From an optimization exercise on the open Yosys and OpenROAD flow, aimed at small area, a short achievable clock period and few clock cycles per item; shortcuts taken in it are not production practice. In this exercise RTL edits were held to simulation tests only and were not proved equivalent to the original.

==> flow/design.v (excerpt) <==
module contiguous_block_allocator (
  input  wire logic              clk_i,
  input  wire logic              rst_ni,
  input  wire logic              req_valid,
  output logic                   req_ready,
  input  wire logic [1:0]        req_type,
  input  wire logic [7:0]        req_handle,
  input  wire logic [19:0]       req_size_bytes,
  output logic                   rsp_valid,
  input  wire logic              rsp_ready,
  output logic [1:0]             rsp_status,
  output logic [7:0]             rsp_start_block,
  output logic [8:0]             rsp_current_usage,
  output logic [8:0]             rsp_peak_usage,
  input  wire logic              psel,
  input  wire logic              penable,
  input  wire logic              pwrite,
  input  wire logic [cba_pkg::PaddrW-1:0] paddr,
  input  wire logic [31:0]       pwdata,
  output logic [31:0]            prdata,
  output logic                   pready
);
Size in the first run: about 9700 cells after synthesis, ~940 flip-flops, roughly 140 I/O pins.
make LEC_CHECK=0 ABC_AREA=1 CAP_MARGIN=20 CORE_MARGIN=2 CORE_UTILIZATION=40 GPL_TIMING_DRIVEN=0 SETUP_SLACK_MARGIN=3.0 SLEW_MARGIN=20 finish   # period 10.0 ns
run.sh (not shown) runs the stock make flow with config.mk's settings and CLKGATE_MAP_FILE= SYNTH_SCRIPT=/design/flow/synth_recipe.tcl, a recipe that flattens the netlist after the stock synthesis.
The baseline ran to the end with no violations.
Testbench counts at the start, summed over its fixed seeds: cycles 6,550, items 4,000.
Change:
SETUP_SLACK_MARGIN = 4.0   (was 3.0)
SYNTH_HIERARCHICAL = 1   (was not set)
After rerunning: Worst setup slack gets better by 1000 ps; global-route usage drops by 6.3 points; wire length drops by 5.5%; final area climbs by 15%.
Change:
ABC_AREA = not set   (was 1)
SETUP_SLACK_MARGIN = 3.0   (was 4.0)
The changed run passed the timing, design-rule and antenna checks.
Via count came out lower by 17%.
Worst hold slack hardly moves.
Non-clock buffer count came out higher by 111.
Worst setup slack gets worse by 1400 ps.
Global-route usage came out higher by 7.1 points.
Clock-buffer cell count came out higher by 13.
Register-to-register slack gets worse by 1400 ps.
Change:
ABC_AREA = 1   (was not set)
SETUP_SLACK_MARGIN = 3.5   (was 3.0)
SYNTH_HIERARCHICAL = not set   (was 1)
After rerunning:
- final cell count climbs by about a fifth
- cell area drops by a little under a tenth
- maximum frequency climbs by roughly a tenth
- worst setup slack improves by 810 ps
- global-route usage drops by 0.73 points
- area after synthesis drops slightly
- die area drops slightly
- wire length drops by a few percent
Change:
CORE_UTILIZATION = 48   (was 40)
What happened: Area after synthesis is unchanged; cell area came out lower by 0.94%; cell count came out lower by 3.1%; sequential share of layout area is higher by 0.29 points; worst setup slack got worse by 41 ps; core utilization went up by 9.2 points.

---

Another version of the RTL of contiguous_block_allocator (not shown whole).
Size in the first run: roughly 8100 cells after synthesis, roughly 140 I/O pins, roughly 73000 um2 of cells after synthesis.
clock: 10.0 ns
lec_check: 0
cap_margin: 20
core_margin: 2
core_utilization: 55
gpl_timing_driven: 0
setup_slack_margin: 2.5
slew_margin: 20
synth_hierarchical: 1
Testbench counts at the start, summed over its fixed seeds: cycles 6,558, items 4,000.
Then changed:
CORE_UTILIZATION = 40   (was 55)
Result:
- The changed run completed with no timing, DRC or antenna violations
- global-route usage went down by 11 points
- synthesized area does not change
- sequential cell count is unchanged

---

contiguous_block_allocator, a different RTL version from the one above (not shown whole).
Size: roughly 140 I/O pins, about 0.071 mm2 of cells after synthesis.
clock: 10.0 ns
lec_check: 0
cap_margin: 20
core_margin: 2
core_utilization: 40
gpl_timing_driven: 0
setup_slack_margin: 3.5
slew_margin: 20
synth_hierarchical: 1
The baseline passed the timing, design-rule and antenna checks.
Testbench counts at the start, summed over its fixed seeds: cycles 6,558, items 4,000.
Then changed:
--- a/flow/config.mk
+++ b/flow/config.mk
@@ -12 +12 @@
-export SETUP_SLACK_MARGIN = 3.5
+export SETUP_SLACK_MARGIN = 2.5
- worst hold slack improves by 0.015 ns
- final area came out lower by 5.3%
- setup slack degrades by 0.33 ns
- final cell count came out lower by 1.8%
- fmax fell by 4.3%
- routed wire length is higher by 2.5%
- count of clock-buffer cells in the layout went down by 21
- non-clock buffer count went down by 211
- synthesized area does not change
Then changed:
--- a/flow/config.mk
+++ b/flow/config.mk
@@ -8 +8 @@
-export CAP_MARGIN = 20
+export CAP_MARGIN = 5
@@ -13 +13 @@
-export SLEW_MARGIN = 20
+export SLEW_MARGIN = 5
After rerunning:
- This time the run finished but failed the layout checks on capacitance limit, slew limit
- critical path depth increases by 3
- count of clock-buffer cells in the layout went up by 23
- sequential share of layout area increases by 0.20 points
- final cell count came out lower by 0.50%
Then changed:
--- a/flow/config.mk
+++ b/flow/config.mk
@@ -8 +8 @@
-export CAP_MARGIN = 5
+export CAP_MARGIN = 20
@@ -10,0 +11 @@
+export CTS_BUF_LIST = sky130_fd_sc_hd__clkbuf_8
@@ -13 +14 @@
-export SLEW_MARGIN = 5
+export SLEW_MARGIN = 20
With this change the flow passed the timing, design-rule and antenna checks.
Area after synthesis does not change.
Non-clock buffer count increases by 37.
Global-route usage increases by 0.20 points.

---

RTL: one of the versions met above, not the one the previous note started from.
For scale: about 12,000 cells after synthesis, about 140 I/O pins.
make LEC_CHECK=0 ABC_AREA=1 CAP_MARGIN=20 CORE_MARGIN=2 CORE_UTILIZATION=40 GPL_TIMING_DRIVEN=0 SETUP_SLACK_MARGIN=5.0 SLEW_MARGIN=20 SYNTH_HIERARCHICAL=1 finish   # period 10.0 ns
The first run passed the timing, design-rule and antenna checks.
Testbench counts at the start, summed over its fixed seeds: cycles 6,550, items 4,000.
==> next run, changes <==
ABC_AREA = unset   (was 1)
SETUP_SLACK_MARGIN = 2.5   (was 5.0)
Global-route usage goes up by 4.8 points.
Register-to-register slack is worse by 1800 ps.
Maximum frequency goes down by 24%.
Setup slack is worse by 1800 ps.
Cell area goes down by 13%.
Routed wire length goes up by 1.9%.
Synthesized area goes down by 8.5%.
Sequential share of layout area goes up by 4.0 points.
Critical path depth goes down by 16.
Final cell count goes down by 30%.
==> next run, changes <==
ABC_AREA = 1   (was unset)
SETUP_SLACK_MARGIN = 4.5   (was 2.5)
SYNTH_HIERARCHICAL = unset   (was 1)
Effect:
- via count increases by about a fifth
- maximum frequency increases by a quarter to a third
- cell area increases by roughly a tenth
- worst setup slack improves by 1800 ps

==> separate check: timing with driven ports <==
The results above use ideal ports. As a check the final layouts listed here were re-extracted and re-timed, cells and wires unchanged.
Step 1, drivers: a clkbuf_16 drives clk_i and a buf_2 each remaining input, both assumed.
Step 2, shift: input delay + t, output delay - t, t = (earliest + latest rising clock arrival at the registers) / 2. This alone moves slack from input paths to output paths.
a / b / c = ideal ports / drivers / drivers and shift; a / b = the first two.
run	t, ns	setup slack, ns	worst setup path at the end	worst data-port slew with drivers (ns)	cell pins on the clock port's net
the first run of note 1	0.877	2.927 / 2.927 / 2.927	register to register	0.07	1
the second run of note 1	0.891	3.923 / 3.923 / 3.923	register to register	0.06	1
the third run of note 1	0.879	2.567 / 2.567 / 2.567	register to register	0.05	1
the fourth run of note 1	0.885	3.374 / 3.374 / 3.374	register to register	0.07	1
the fifth run of note 1	0.854	3.333 / 3.333 / 3.333	register to register	0.05	1
the first run of note 2	0.843	2.248 / 2.248 / 2.248	register to register	0.08	1
the second run of note 2	0.899	2.332 / 2.332 / 2.332	register to register	0.05	1
the first run of note 3	0.912	2.576 / 2.576 / 2.576	register to register	0.09	1
the second run of note 3	0.903	2.244 / 2.244 / 2.244	register to register	0.09	1
the third run of note 3	0.911	2.340 / 2.340 / 2.340	register to register	0.07	1
the fourth run of note 3	1.123	2.357 / 2.357 / 2.357	register to register	0.08	1
the first run of note 4	0.864	4.038 / 4.038 / 4.038	register to register	0.05	1
the second run of note 4	0.879	2.206 / 2.206 / 2.206	register to register	0.05	1
the third run of note 4	0.871	4.025 / 4.025 / 4.025	register to register	0.05	1
